Source: an optimization exercise on an open RTL-to-GDS flow (aim: small area, a short achievable clock period and few clock cycles per item). Production flows keep margins and buffers that such runs may drop.
RTL that was checked went through simulation tests only; none was proved equivalent to the original.
Power and IR drop assume default switching activity.

==> run F <==
==> flow/design.v <==
`timescale 1ns / 1ps
package wwr_pkg;
  localparam logic [7:0] CH_NL = 8'd10;
  localparam logic [7:0] CH_SP = 8'd32;
endpackage
`timescale 1ns / 1ps
import wwr_pkg::*;
module greedy_word_wrap_stream #(
  parameter int DEPTH = 61,
  parameter int QD    = 3
) (
  input  logic       clk,
  input  logic       rst,
  input  logic       cfg_write,
  input  logic [5:0] cfg_data,
  input  logic       push,
  output logic       full,
  input  logic [7:0] byte_value,
  input  logic       end_of_text,
  output logic       empty,
  input  logic       pop,
  output logic [7:0] out_byte,
  output logic       last_of_run,
  output logic       text_done,
  output logic       overlong_flag
);
  localparam int AW = $clog2(DEPTH);
  localparam int QW = $clog2(QD + 1);
  logic [5:0] wreg;
  logic       cfg_d;
  logic [5:0] cfg_w;
  assign cfg_w = (cfg_data == 6'd63) ? 6'd62 : cfg_data;
  always_ff @(posedge clk) begin
    if (rst) begin
      wreg  <= 6'd62;
      cfg_d <= 1'b0;
    end else begin
      cfg_d <= cfg_write;
      if (cfg_write) wreg <= cfg_w;
    end
  end
  logic       v0, v1;
  logic [7:0] b0, b1;
  logic       e0, e1;
  logic       k0, k1;    
  logic       n0, n1;    
  logic       proc;
  logic       accept;
  logic       free0;
  logic       in_blank, in_nl;
  assign full     = v1;
  assign accept   = push && !v1;
  assign free0    = !v0 || proc;
  assign in_blank = (byte_value == 8'd32) || ((byte_value >= 8'd9) && (byte_value <= 8'd13));
  assign in_nl    = (byte_value == 8'd10);
  always_ff @(posedge clk) begin
    if (rst) begin
      v0 <= 1'b0;
      v1 <= 1'b0;
    end else begin
      if (free0) v0 <= v1 || accept;
      v1 <= (v1 || accept) && !free0;
    end
  end
  always_ff @(posedge clk) begin
    if (free0) begin
      b0 <= v1 ? b1 : byte_value;
      e0 <= v1 ? e1 : end_of_text;
      k0 <= v1 ? k1 : in_blank;
      n0 <= v1 ? n1 : in_nl;
    end
    if (!v1) begin
      b1 <= byte_value;
      e1 <= end_of_text;
      k1 <= in_blank;
      n1 <= in_nl;
    end
  end
  logic [5:0] word_len;    
  logic [5:0] wleft;       
  logic [7:0] slack;
  logic       lnz;
  logic       in_word;
  logic       streaming;
  logic       prev_nl;
  logic       para;
  logic       blank, is_nl, wbyte;
  logic       p_nl, p_sp;
  logic       placing, pstart, hold, trig;
  logic [7:0] w_m1;
  assign blank   = !e0 && k0;
  assign is_nl   = n0;
  assign wbyte   = !e0 && !k0;
  assign w_m1    = {2'b00, wreg} - 8'd1;
  assign p_nl    = lnz && slack[7];
  assign p_sp    = lnz && !slack[7];
  assign placing = in_word && !streaming;
  assign pstart  = !in_word && para;
  assign hold    = !streaming && (wleft != 6'd0);
  assign trig    = !streaming && (wleft == 6'd0);
  logic       c_valid;
  logic [1:0] c_nl;
  logic       c_sp;
  logic [5:0] c_len;
  logic       c_done;
  logic       c_strm;
  always_comb begin
    c_valid = 1'b0;
    c_nl    = 2'd0;
    c_sp    = 1'b0;
    c_len   = 6'd0;
    c_done  = 1'b0;
    if (e0) begin
      c_valid = 1'b1;
      c_done  = 1'b1;
      if (placing) begin
        c_nl  = {1'b0, p_nl};
        c_sp  = p_sp;
        c_len = word_len;
      end
    end else if (blank) begin
      if (placing) begin
        c_valid = 1'b1;
        c_nl    = {1'b0, p_nl};
        c_sp    = p_sp;
        c_len   = word_len;
      end
    end else begin
      if (pstart) begin
        c_valid = 1'b1;
        c_nl    = 2'd2;
      end
      if (trig) begin
        c_valid = 1'b1;
        if (!pstart && lnz) c_nl = 2'd1;
        c_len = word_len + 6'd1;
      end
    end
  end
  assign c_strm = wbyte && trig;
  logic [QW-1:0] qc;
  logic          cv_r;
  logic          q_room, f_room;
  assign q_room = cv_r ? (qc < QW'(QD - 1)) : (qc < QW'(QD));
  logic          t_q;
  logic          s_inc_r;
  logic          s_z, s_1;
  assign proc   = v0 && (!c_valid || q_room) && (!wbyte || f_room)
                && (!c_strm || (!t_q && s_z && !s_inc_r));
  always_ff @(posedge clk) begin
    if (rst) begin
      word_len  <= 6'd0;
      wleft     <= 6'd62;
      slack     <= 8'd61;
      lnz       <= 1'b0;
      in_word   <= 1'b0;
      streaming <= 1'b0;
      prev_nl   <= 1'b0;
      para      <= 1'b0;
    end else begin
      if (cfg_d) begin
        wleft <= wreg;
        slack <= w_m1;
      end
      if (proc) begin
      if (e0) begin
        word_len  <= 6'd0;
        wleft     <= wreg;
        slack     <= w_m1;
        lnz       <= 1'b0;
        in_word   <= 1'b0;
        streaming <= 1'b0;
        prev_nl   <= 1'b0;
        para      <= 1'b0;
      end else if (blank) begin
        if (in_word) begin
          if (!streaming) begin
            lnz   <= 1'b1;
            slack <= p_sp ? slack - 8'd1 : {2'b00, wleft} - 8'd1;
          end
          in_word   <= 1'b0;
          streaming <= 1'b0;
          word_len  <= 6'd0;
          wleft     <= wreg;
        end else if (prev_nl && is_nl) begin
          para  <= 1'b1;
          lnz   <= 1'b0;
          slack <= w_m1;
        end
        prev_nl <= is_nl;
      end else begin
        prev_nl <= 1'b0;
        in_word <= 1'b1;
        if (pstart) para <= 1'b0;
        if (hold) begin
          word_len <= word_len + 6'd1;
          wleft    <= wleft - 6'd1;
          slack    <= (pstart ? w_m1 : slack) - 8'd1;
          if (pstart) lnz <= 1'b0;
        end else begin
          streaming <= 1'b1;
          lnz       <= 1'b1;
          slack     <= 8'hff;
        end
      end
      end
    end
  end
  logic [7:0]    mem [0:DEPTH-1];
  logic [AW-1:0] wp, rp;
  logic          ww, rw;
  logic          we;
  logic          f_ne;
  logic          fetch;
  logic          consume;
  logic [1:0]    pc;
  logic [7:0]    rdat;
  assign we     = proc && wbyte;
  assign f_room = !((wp == rp) && (ww != rw));
  assign f_ne   = !((wp == rp) && (ww == rw));
  logic          rd_v;
  logic [7:0]    rd_r;
  assign fetch  = f_ne && ((pc == 2'd0) || (pc == 2'd1 && !rd_v) || consume);
  assign rdat   = mem[rp];
  always_ff @(posedge clk) begin
    if (f_room) mem[wp] <= b0;
  end
  always_ff @(posedge clk) begin
    if (rst) begin
      wp <= '0;
      rp <= '0;
      ww <= 1'b0;
      rw <= 1'b0;
      pc <= 2'd0;
    end else begin
      if (we) begin
        if (wp == AW'(DEPTH - 1)) begin
          wp <= '0;
          ww <= !ww;
        end else begin
          wp <= wp + 1'b1;
        end
      end
      if (fetch) begin
        if (rp == AW'(DEPTH - 1)) begin
          rp <= '0;
          rw <= !rw;
        end else begin
          rp <= rp + 1'b1;
        end
      end
      if (rd_v && !consume) pc <= pc + 2'd1;
      else if (consume && !rd_v) pc <= pc - 2'd1;
    end
  end
  logic [7:0] pfe [0:1];
  logic       pf_w, pf_r;
  logic [7:0] pf_head;
  assign pf_head = pfe[pf_r];
  always_ff @(posedge clk) begin
    rd_r <= rdat;
    if (rd_v) pfe[pf_w] <= rd_r;
  end
  always_ff @(posedge clk) begin
    if (rst) begin
      pf_w <= 1'b0;
      pf_r <= 1'b0;
      rd_v <= 1'b0;
    end else begin
      rd_v <= fetch;
      if (rd_v) pf_w <= !pf_w;
      if (consume) pf_r <= !pf_r;
    end
  end
  localparam int CW = 11;
  localparam int PW = (QD > 1) ? $clog2(QD) : 1;
  logic [CW-1:0] cq [0:QD-1];
  logic [CW-1:0] cmd_r;
  logic [CW-1:0] q_head;
  logic [PW-1:0] q_wp, q_rp;
  logic          q_push, q_pop;
  logic [1:0]    c_pre;
  assign q_push = cv_r;
  assign q_head = cq[q_rp];
  assign c_pre  = c_sp ? 2'd1 : c_nl;
  always_ff @(posedge clk) begin
    cmd_r <= {c_pre, c_sp, c_len, c_done, c_strm};
    if (rst) begin
      cv_r <= 1'b0;
      qc   <= '0;
      q_wp <= '0;
      q_rp <= '0;
    end else begin
      cv_r <= proc && c_valid;
      if (q_push && !q_pop) qc <= qc + 1'b1;
      else if (q_pop && !q_push) qc <= qc - 1'b1;
      if (q_push) q_wp <= (q_wp == PW'(QD - 1)) ? '0 : q_wp + 1'b1;
      if (q_pop)  q_rp <= (q_rp == PW'(QD - 1)) ? '0 : q_rp + 1'b1;
    end
  end
  always_ff @(posedge clk) begin
    if (q_push) cq[q_wp] <= cmd_r;
  end
  logic [1:0] r_pre;
  logic       r_psp;
  logic [5:0] r_len;
  logic       r_l1;
  logic       r_done;
  logic       r_strm;
  logic       r_ovl;
  logic       k_pr, k_by, k_dn, k_last;
  logic       act, e_st, emit, last, pend, pf_ok, o_ready;
  logic [7:0] e_byte;
  logic       s_inc, s_dec;
  logic [AW:0] s_wr, s_rd, s_rd1;
  assign s_z   = (s_wr == s_rd);
  assign s_1   = (s_wr == s_rd1);
  assign pf_ok = (pc != 2'd0);
  assign act   = k_pr || k_by || k_dn;
  assign e_st  = !act && r_strm && !t_q && !s_z;
  assign emit  = o_ready && (k_pr || k_dn || ((k_by || e_st) && pf_ok));
  assign consume = emit && (k_by || e_st);
  assign last  = k_last || e_st;
  assign s_inc = s_inc_r;
  assign s_dec = emit && e_st;
  assign pend  = (act && !(emit && k_last))
              || (r_strm && !t_q && !s_z && !(s_1 && s_dec));
  assign q_pop = (qc != '0) && !pend;
  assign e_byte = (k_by || e_st) ? pf_head : ((k_pr && r_psp) ? CH_SP : CH_NL);
  logic [1:0] h_pre;
  logic [5:0] h_len;
  logic       h_done, h_lz, h_l1;
  logic       h_pr, h_by, h_dn, h_last;
  assign h_pre  = q_head[10:9];
  assign h_len  = q_head[7:2];
  assign h_done = q_head[1];
  assign h_lz   = (h_len == 6'd0);
  assign h_l1   = (h_len == 6'd1);
  assign h_pr   = (h_pre != 2'd0);
  assign h_by   = (h_pre == 2'd0) && !h_lz;
  assign h_dn   = (h_pre == 2'd0) && h_lz && h_done;
  assign h_last = ((h_pre == 2'd1) && h_lz && !h_done)
               || ((h_pre == 2'd0) && h_l1 && !h_done)
               || h_dn;
  logic       n_pr, n_by, n_dn, n_last;
  logic       nb_l1, nb_last;
  always_comb begin
    n_pr   = (r_pre == 2'd2);
    n_by   = (r_pre == 2'd1) && (r_len != 6'd0);
    n_dn   = (r_pre == 2'd1) && (r_len == 6'd0) && r_done;
    n_last = ((r_pre == 2'd2) && (r_len == 6'd0) && !r_done)
          || ((r_pre == 2'd1) && r_l1 && !r_done)
          || ((r_pre == 2'd1) && (r_len == 6'd0) && r_done);
  end
  assign nb_l1   = (r_len == 6'd2);
  assign nb_last = (nb_l1 && !r_done) || (r_l1 && r_done);
  always_ff @(posedge clk) begin
    if (rst) begin
      r_pre  <= 2'd0;
      r_len  <= 6'd0;
      r_done <= 1'b0;
      r_strm <= 1'b0;
      k_pr   <= 1'b0;
      k_by   <= 1'b0;
      k_dn   <= 1'b0;
      k_last <= 1'b0;
    end else if (q_pop) begin
      {r_pre, r_psp, r_len, r_done, r_strm} <= q_head;
      r_l1   <= h_l1;
      k_pr   <= h_pr;
      k_by   <= h_by;
      k_dn   <= h_dn;
      k_last <= h_last;
    end else if (emit) begin
      if (k_pr) begin
        r_pre  <= r_pre - 2'd1;
        k_pr   <= n_pr;
        k_by   <= n_by;
        k_dn   <= n_dn;
        k_last <= n_last;
      end
      if (k_by) begin
        r_len  <= r_len - 6'd1;
        r_l1   <= nb_l1;
        k_by   <= !r_l1;
        k_dn   <= r_l1 && r_done;
        k_last <= nb_last;
      end
      if (k_dn) begin
        r_done <= 1'b0;
        k_dn   <= 1'b0;
        k_last <= 1'b0;
      end
    end
  end
  always_ff @(posedge clk) begin
    if (rst) begin
      s_wr    <= '0;
      s_rd    <= '0;
      s_rd1   <= (AW+1)'(1);
      t_q     <= 1'b0;
      s_inc_r <= 1'b0;
    end else begin
      s_inc_r <= proc && wbyte && streaming;
      if (s_inc) s_wr <= s_wr + 1'b1;
      if (s_dec) begin
        s_rd  <= s_rd1;
        s_rd1 <= s_rd1 + 1'b1;
      end
      if (proc && c_strm) begin
        t_q <= 1'b1;
      end else if (q_pop && q_head[0]) begin
        t_q <= 1'b0;
      end
    end
  end
  always_ff @(posedge clk) begin
    if (rst) begin
      r_ovl <= 1'b0;
    end else if (q_pop && q_head[0]) begin
      r_ovl <= 1'b1;
    end
  end
  logic        ov, bv;
  logic [10:0] ob, bb;
  logic [10:0] e_word;
  logic        a_free;
  assign e_word  = {e_byte, last, k_dn, r_ovl};
  assign o_ready = !bv;
  assign a_free  = !ov || pop;
  always_ff @(posedge clk) begin
    if (rst) begin
      ov <= 1'b0;
      bv <= 1'b0;
    end else begin
      if (a_free) begin
        ov <= bv || emit;
        bv <= 1'b0;
      end else if (emit) begin
        bv <= 1'b1;
      end
    end
  end
  always_ff @(posedge clk) begin
    if (a_free) begin
      ob <= bv ? bb : e_word;
    end
    if (!bv) begin
      bb <= e_word;
    end
  end
  assign empty         = !ov;
  assign out_byte      = ob[10:3];
  assign last_of_run   = ob[2];
  assign text_done     = ob[1];
  assign overlong_flag = ob[0];
endmodule
==> flow/run.sh <==
#!/bin/bash
# synth_recipe.tcl (not shown) runs the flow's synth.tcl, then flattens the netlist and writes it again
# the make line also repeats each setting of config.mk as NAME=value (left out here)
make -C /OpenROAD-flow-scripts/flow DESIGN_CONFIG=/design/flow/config.mk WORK_HOME=/design/flow/orfs CLKGATE_MAP_FILE= SYNTH_SCRIPT=/design/flow/synth_recipe.tcl finish
==> flow/config.mk <==
export PLATFORM = sky130hd
export DESIGN_NAME = greedy_word_wrap_stream
export DESIGN_NICKNAME = greedy_word_wrap_stream
export VERILOG_FILES = /design/flow/design.v
export SDC_FILE = /design/flow/constraint.sdc
export NUM_CORES = 4
export LEC_CHECK = 0
export CAP_MARGIN = 20
export CORE_MARGIN = 2
export CORE_UTILIZATION = 40
export CTS_BUF_LIST = sky130_fd_sc_hd__clkbuf_16
export CTS_CLUSTER_DIAMETER = 100
export CTS_CLUSTER_SIZE = 20
export SETUP_SLACK_MARGIN = 4.0
export SLEW_MARGIN = 20
==> flow/constraint.sdc <==
create_clock -name core_clock -period 6.0 [get_ports {clk}]
set_input_delay 1.2000 -clock core_clock [delete_from_list [all_inputs] [get_ports {clk}]]
set_output_delay 1.2000 -clock core_clock [all_outputs]
set_load 0.01 [all_outputs]
==> inputs of run D, as changes to run F <==
--- a/flow/design.v
+++ b/flow/design.v
@@ -28,14 +28,11 @@
   localparam int QW = $clog2(QD + 1);
   logic [5:0] wreg;
-  logic       cfg_d;
   logic [5:0] cfg_w;
   assign cfg_w = (cfg_data == 6'd63) ? 6'd62 : cfg_data;
   always_ff @(posedge clk) begin
     if (rst) begin
-      wreg  <= 6'd62;
-      cfg_d <= 1'b0;
-    end else begin
-      cfg_d <= cfg_write;
-      if (cfg_write) wreg <= cfg_w;
+      wreg <= 6'd62;
+    end else if (cfg_write) begin
+      wreg <= cfg_w;
     end
   end
@@ -144,6 +141,6 @@
   assign q_room = cv_r ? (qc < QW'(QD - 1)) : (qc < QW'(QD));
   logic          t_q;
+  logic [AW:0]   s_cnt;
   logic          s_inc_r;
-  logic          s_z, s_1;
   assign proc   = v0 && (!c_valid || q_room) && (!wbyte || f_room)
                 && (!c_strm || (!t_q && s_z && !s_inc_r));
@@ -158,10 +155,8 @@
       prev_nl   <= 1'b0;
       para      <= 1'b0;
-    end else begin
-      if (cfg_d) begin
-        wleft <= wreg;
-        slack <= w_m1;
-      end
-      if (proc) begin
+    end else if (cfg_write) begin
+      wleft     <= cfg_w;
+      slack     <= {2'b00, cfg_w} - 8'd1;
+    end else if (proc) begin
       if (e0) begin
         word_len  <= 6'd0;
@@ -204,5 +199,4 @@
         end
       end
-      end
     end
   end
@@ -215,11 +209,10 @@
   logic          consume;
   logic [1:0]    pc;
+  logic [7:0]    pf0, pf1;
   logic [7:0]    rdat;
   assign we     = proc && wbyte;
   assign f_room = !((wp == rp) && (ww != rw));
   assign f_ne   = !((wp == rp) && (ww == rw));
-  logic          rd_v;
-  logic [7:0]    rd_r;
-  assign fetch  = f_ne && ((pc == 2'd0) || (pc == 2'd1 && !rd_v) || consume);
+  assign fetch  = f_ne && !pc[1];
   assign rdat   = mem[rp];
   always_ff @(posedge clk) begin
@@ -250,25 +243,16 @@
         end
       end
-      if (rd_v && !consume) pc <= pc + 2'd1;
-      else if (consume && !rd_v) pc <= pc - 2'd1;
+      if (fetch && !consume) pc <= pc + 2'd1;
+      else if (consume && !fetch) pc <= pc - 2'd1;
     end
   end
-  logic [7:0] pfe [0:1];
-  logic       pf_w, pf_r;
-  logic [7:0] pf_head;
-  assign pf_head = pfe[pf_r];
   always_ff @(posedge clk) begin
-    rd_r <= rdat;
-    if (rd_v) pfe[pf_w] <= rd_r;
-  end
-  always_ff @(posedge clk) begin
-    if (rst) begin
-      pf_w <= 1'b0;
-      pf_r <= 1'b0;
-      rd_v <= 1'b0;
-    end else begin
-      rd_v <= fetch;
-      if (rd_v) pf_w <= !pf_w;
-      if (consume) pf_r <= !pf_r;
+    if (consume && pc[1]) begin
+      pf0 <= pf1;
+    end else if (fetch && (consume || pc == 2'd0)) begin
+      pf0 <= rdat;
+    end
+    if (fetch && !consume && pc == 2'd1) begin
+      pf1 <= rdat;
     end
   end
@@ -305,106 +289,73 @@
   logic       r_psp;
   logic [5:0] r_len;
-  logic       r_l1;
+  logic       r_lz, r_l1;
   logic       r_done;
   logic       r_strm;
   logic       r_ovl;
-  logic       k_pr, k_by, k_dn, k_last;
-  logic       act, e_st, emit, last, pend, pf_ok, o_ready;
+  logic       s_z, s_1;
+  logic       act, e_pr, e_by, e_dn, e_st, emit, last, pend;
+  logic       o_ready;
+  logic       pf_ok;
   logic [7:0] e_byte;
   logic       s_inc, s_dec;
-  logic [AW:0] s_wr, s_rd, s_rd1;
-  assign s_z   = (s_wr == s_rd);
-  assign s_1   = (s_wr == s_rd1);
   assign pf_ok = (pc != 2'd0);
-  assign act   = k_pr || k_by || k_dn;
+  assign e_pr  = (r_pre != 2'd0);
+  assign act   = e_pr || !r_lz || r_done;
+  assign e_by  = !e_pr && !r_lz;
+  assign e_dn  = !e_pr && r_lz && r_done;
   assign e_st  = !act && r_strm && !t_q && !s_z;
-  assign emit  = o_ready && (k_pr || k_dn || ((k_by || e_st) && pf_ok));
-  assign consume = emit && (k_by || e_st);
-  assign last  = k_last || e_st;
+  assign emit  = o_ready && (e_pr || e_dn || ((e_by || e_st) && pf_ok));
+  assign consume = emit && (e_by || e_st);
+  assign last  = e_dn || e_st
+              || (e_by && r_l1 && !r_done)
+              || (e_pr && r_pre == 2'd1 && r_lz && !r_done);
   assign s_inc = s_inc_r;
   assign s_dec = emit && e_st;
-  assign pend  = (act && !(emit && k_last))
+  assign pend  = (act && !(emit && last))
               || (r_strm && !t_q && !s_z && !(s_1 && s_dec));
   assign q_pop = (qc != '0) && !pend;
-  assign e_byte = (k_by || e_st) ? pf_head : ((k_pr && r_psp) ? CH_SP : CH_NL);
-  logic [1:0] h_pre;
-  logic [5:0] h_len;
-  logic       h_done, h_lz, h_l1;
-  logic       h_pr, h_by, h_dn, h_last;
-  assign h_pre  = q_head[10:9];
-  assign h_len  = q_head[7:2];
-  assign h_done = q_head[1];
-  assign h_lz   = (h_len == 6'd0);
-  assign h_l1   = (h_len == 6'd1);
-  assign h_pr   = (h_pre != 2'd0);
-  assign h_by   = (h_pre == 2'd0) && !h_lz;
-  assign h_dn   = (h_pre == 2'd0) && h_lz && h_done;
-  assign h_last = ((h_pre == 2'd1) && h_lz && !h_done)
-               || ((h_pre == 2'd0) && h_l1 && !h_done)
-               || h_dn;
-  logic       n_pr, n_by, n_dn, n_last;
-  logic       nb_l1, nb_last;
-  always_comb begin
-    n_pr   = (r_pre == 2'd2);
-    n_by   = (r_pre == 2'd1) && (r_len != 6'd0);
-    n_dn   = (r_pre == 2'd1) && (r_len == 6'd0) && r_done;
-    n_last = ((r_pre == 2'd2) && (r_len == 6'd0) && !r_done)
-          || ((r_pre == 2'd1) && r_l1 && !r_done)
-          || ((r_pre == 2'd1) && (r_len == 6'd0) && r_done);
-  end
-  assign nb_l1   = (r_len == 6'd2);
-  assign nb_last = (nb_l1 && !r_done) || (r_l1 && r_done);
+  assign e_byte = (e_by || e_st) ? pf0 : ((e_pr && r_psp) ? CH_SP : CH_NL);
   always_ff @(posedge clk) begin
     if (rst) begin
       r_pre  <= 2'd0;
       r_len  <= 6'd0;
+      r_lz   <= 1'b1;
+      r_l1   <= 1'b0;
       r_done <= 1'b0;
       r_strm <= 1'b0;
-      k_pr   <= 1'b0;
-      k_by   <= 1'b0;
-      k_dn   <= 1'b0;
-      k_last <= 1'b0;
     end else if (q_pop) begin
       {r_pre, r_psp, r_len, r_done, r_strm} <= q_head;
-      r_l1   <= h_l1;
-      k_pr   <= h_pr;
-      k_by   <= h_by;
-      k_dn   <= h_dn;
-      k_last <= h_last;
+      r_lz <= (q_head[7:2] == 6'd0);
+      r_l1 <= (q_head[7:2] == 6'd1);
     end else if (emit) begin
-      if (k_pr) begin
-        r_pre  <= r_pre - 2'd1;
-        k_pr   <= n_pr;
-        k_by   <= n_by;
-        k_dn   <= n_dn;
-        k_last <= n_last;
-      end
-      if (k_by) begin
-        r_len  <= r_len - 6'd1;
-        r_l1   <= nb_l1;
-        k_by   <= !r_l1;
-        k_dn   <= r_l1 && r_done;
-        k_last <= nb_last;
-      end
-      if (k_dn) begin
-        r_done <= 1'b0;
-        k_dn   <= 1'b0;
-        k_last <= 1'b0;
-      end
+      if (e_pr) r_pre <= r_pre - 2'd1;
+      if (e_by) begin
+        r_len <= r_len - 6'd1;
+        r_lz  <= r_l1;
+        r_l1  <= (r_len == 6'd2);
+      end
+      if (e_dn) r_done <= 1'b0;
     end
   end
+  logic [AW:0] s_p1, s_m1;
+  assign s_p1 = s_cnt + 1'b1;
+  assign s_m1 = s_cnt - 1'b1;
   always_ff @(posedge clk) begin
     if (rst) begin
-      s_wr    <= '0;
-      s_rd    <= '0;
-      s_rd1   <= (AW+1)'(1);
+      s_cnt   <= '0;
+      s_z     <= 1'b1;
+      s_1     <= 1'b0;
       t_q     <= 1'b0;
       s_inc_r <= 1'b0;
     end else begin
       s_inc_r <= proc && wbyte && streaming;
-      if (s_inc) s_wr <= s_wr + 1'b1;
-      if (s_dec) begin
-        s_rd  <= s_rd1;
-        s_rd1 <= s_rd1 + 1'b1;
+      if (s_inc && !s_dec) begin
+        s_cnt <= s_p1;
+        s_z   <= 1'b0;
+        s_1   <= s_z;
+      end else if (s_dec && !s_inc) begin
+        s_cnt <= s_m1;
+        s_z   <= s_1;
+        s_1   <= (s_cnt == (AW+1)'(2));
       end
       if (proc && c_strm) begin
@@ -426,5 +377,5 @@
   logic [10:0] e_word;
   logic        a_free;
-  assign e_word  = {e_byte, last, k_dn, r_ovl};
+  assign e_word  = {e_byte, last, e_dn, r_ovl};
   assign o_ready = !bv;
   assign a_free  = !ov || pop;
CTS_BUF_LIST = default   (was sky130_fd_sc_hd__clkbuf_16)
CTS_CLUSTER_DIAMETER = default   (was 100)
CTS_CLUSTER_SIZE = default   (was 20)
SETUP_SLACK_MARGIN = 3.5   (was 4.0)
==> summary.txt <==
metric                                                                run D           run F
Count of plain and timing-repair buffers                                146             299
Share of the synthesized area in the top cell type                   60.28%          57.97%
Layout inverter count without the clock tree                             42              32
Non-clock buffers, area share                                        4.735%          10.23%
Detailed-route wire length per cell                                22.81 µm        24.78 µm
Achievable clock frequency                                       0.3542 GHz      0.3883 GHz
Outcome                                                      finished clean  finished clean
Levels on crit path                                                      13               6
Clock tree skew after final layout                               0.02994 ns      0.02251 ns
Final cell count without fillers                                       2834            3038
Relative contribution of combinational cells to total power           20.0%           28.5%
Number of clock-tree buffers in the layout                               92              43
Cts bufs inserted                                                        72              41
Sink count of the clock tree                                            683             705
Met1 GRT Util                                                        25.16%          27.05%
Half-perimeter wire length after detailed placement                39290 µm        40910 µm
Critical path buffer and inverter count                                   2               3
Testbench counts of run D, summed over its fixed seeds: cycles 25,878, items 23,625.
Function not checked in run F: the RTL went through the layout flow alone.

==> re-timing with driven ports <==
The results above use ideal ports. As a check the final layouts listed here were re-extracted and re-timed, cells and wires unchanged.
Step 1: set_driving_cell puts a clkbuf_16 on clk and a buf_2 on each other input, an assumption about the parent block.
Step 2 times the ports against the registers' clock, not the clock port: input delays grow and output delays shrink by t, the midpoint of the rising clock arrivals with the driver on.
Slacks: ideal ports / drivers / drivers and shift; pairs: ideal ports / drivers.
run	shift t [ns]	slack for setup (ns)	worst setup path at the end	slew at the worst register clock pin (ns)	pins driven straight from the clock port
run F	0.645	3.425 / 3.425 / 3.300	input to register	0.09 / 0.09	1
run D	0.671	3.176 / 3.176 / 2.969	input to register	0.07 / 0.07	1
After both steps setup and hold are still met in every run listed. For run D, which loses most, drivers alone change the setup slack by 0.000 ns; drivers and shift together by -0.207 ns.
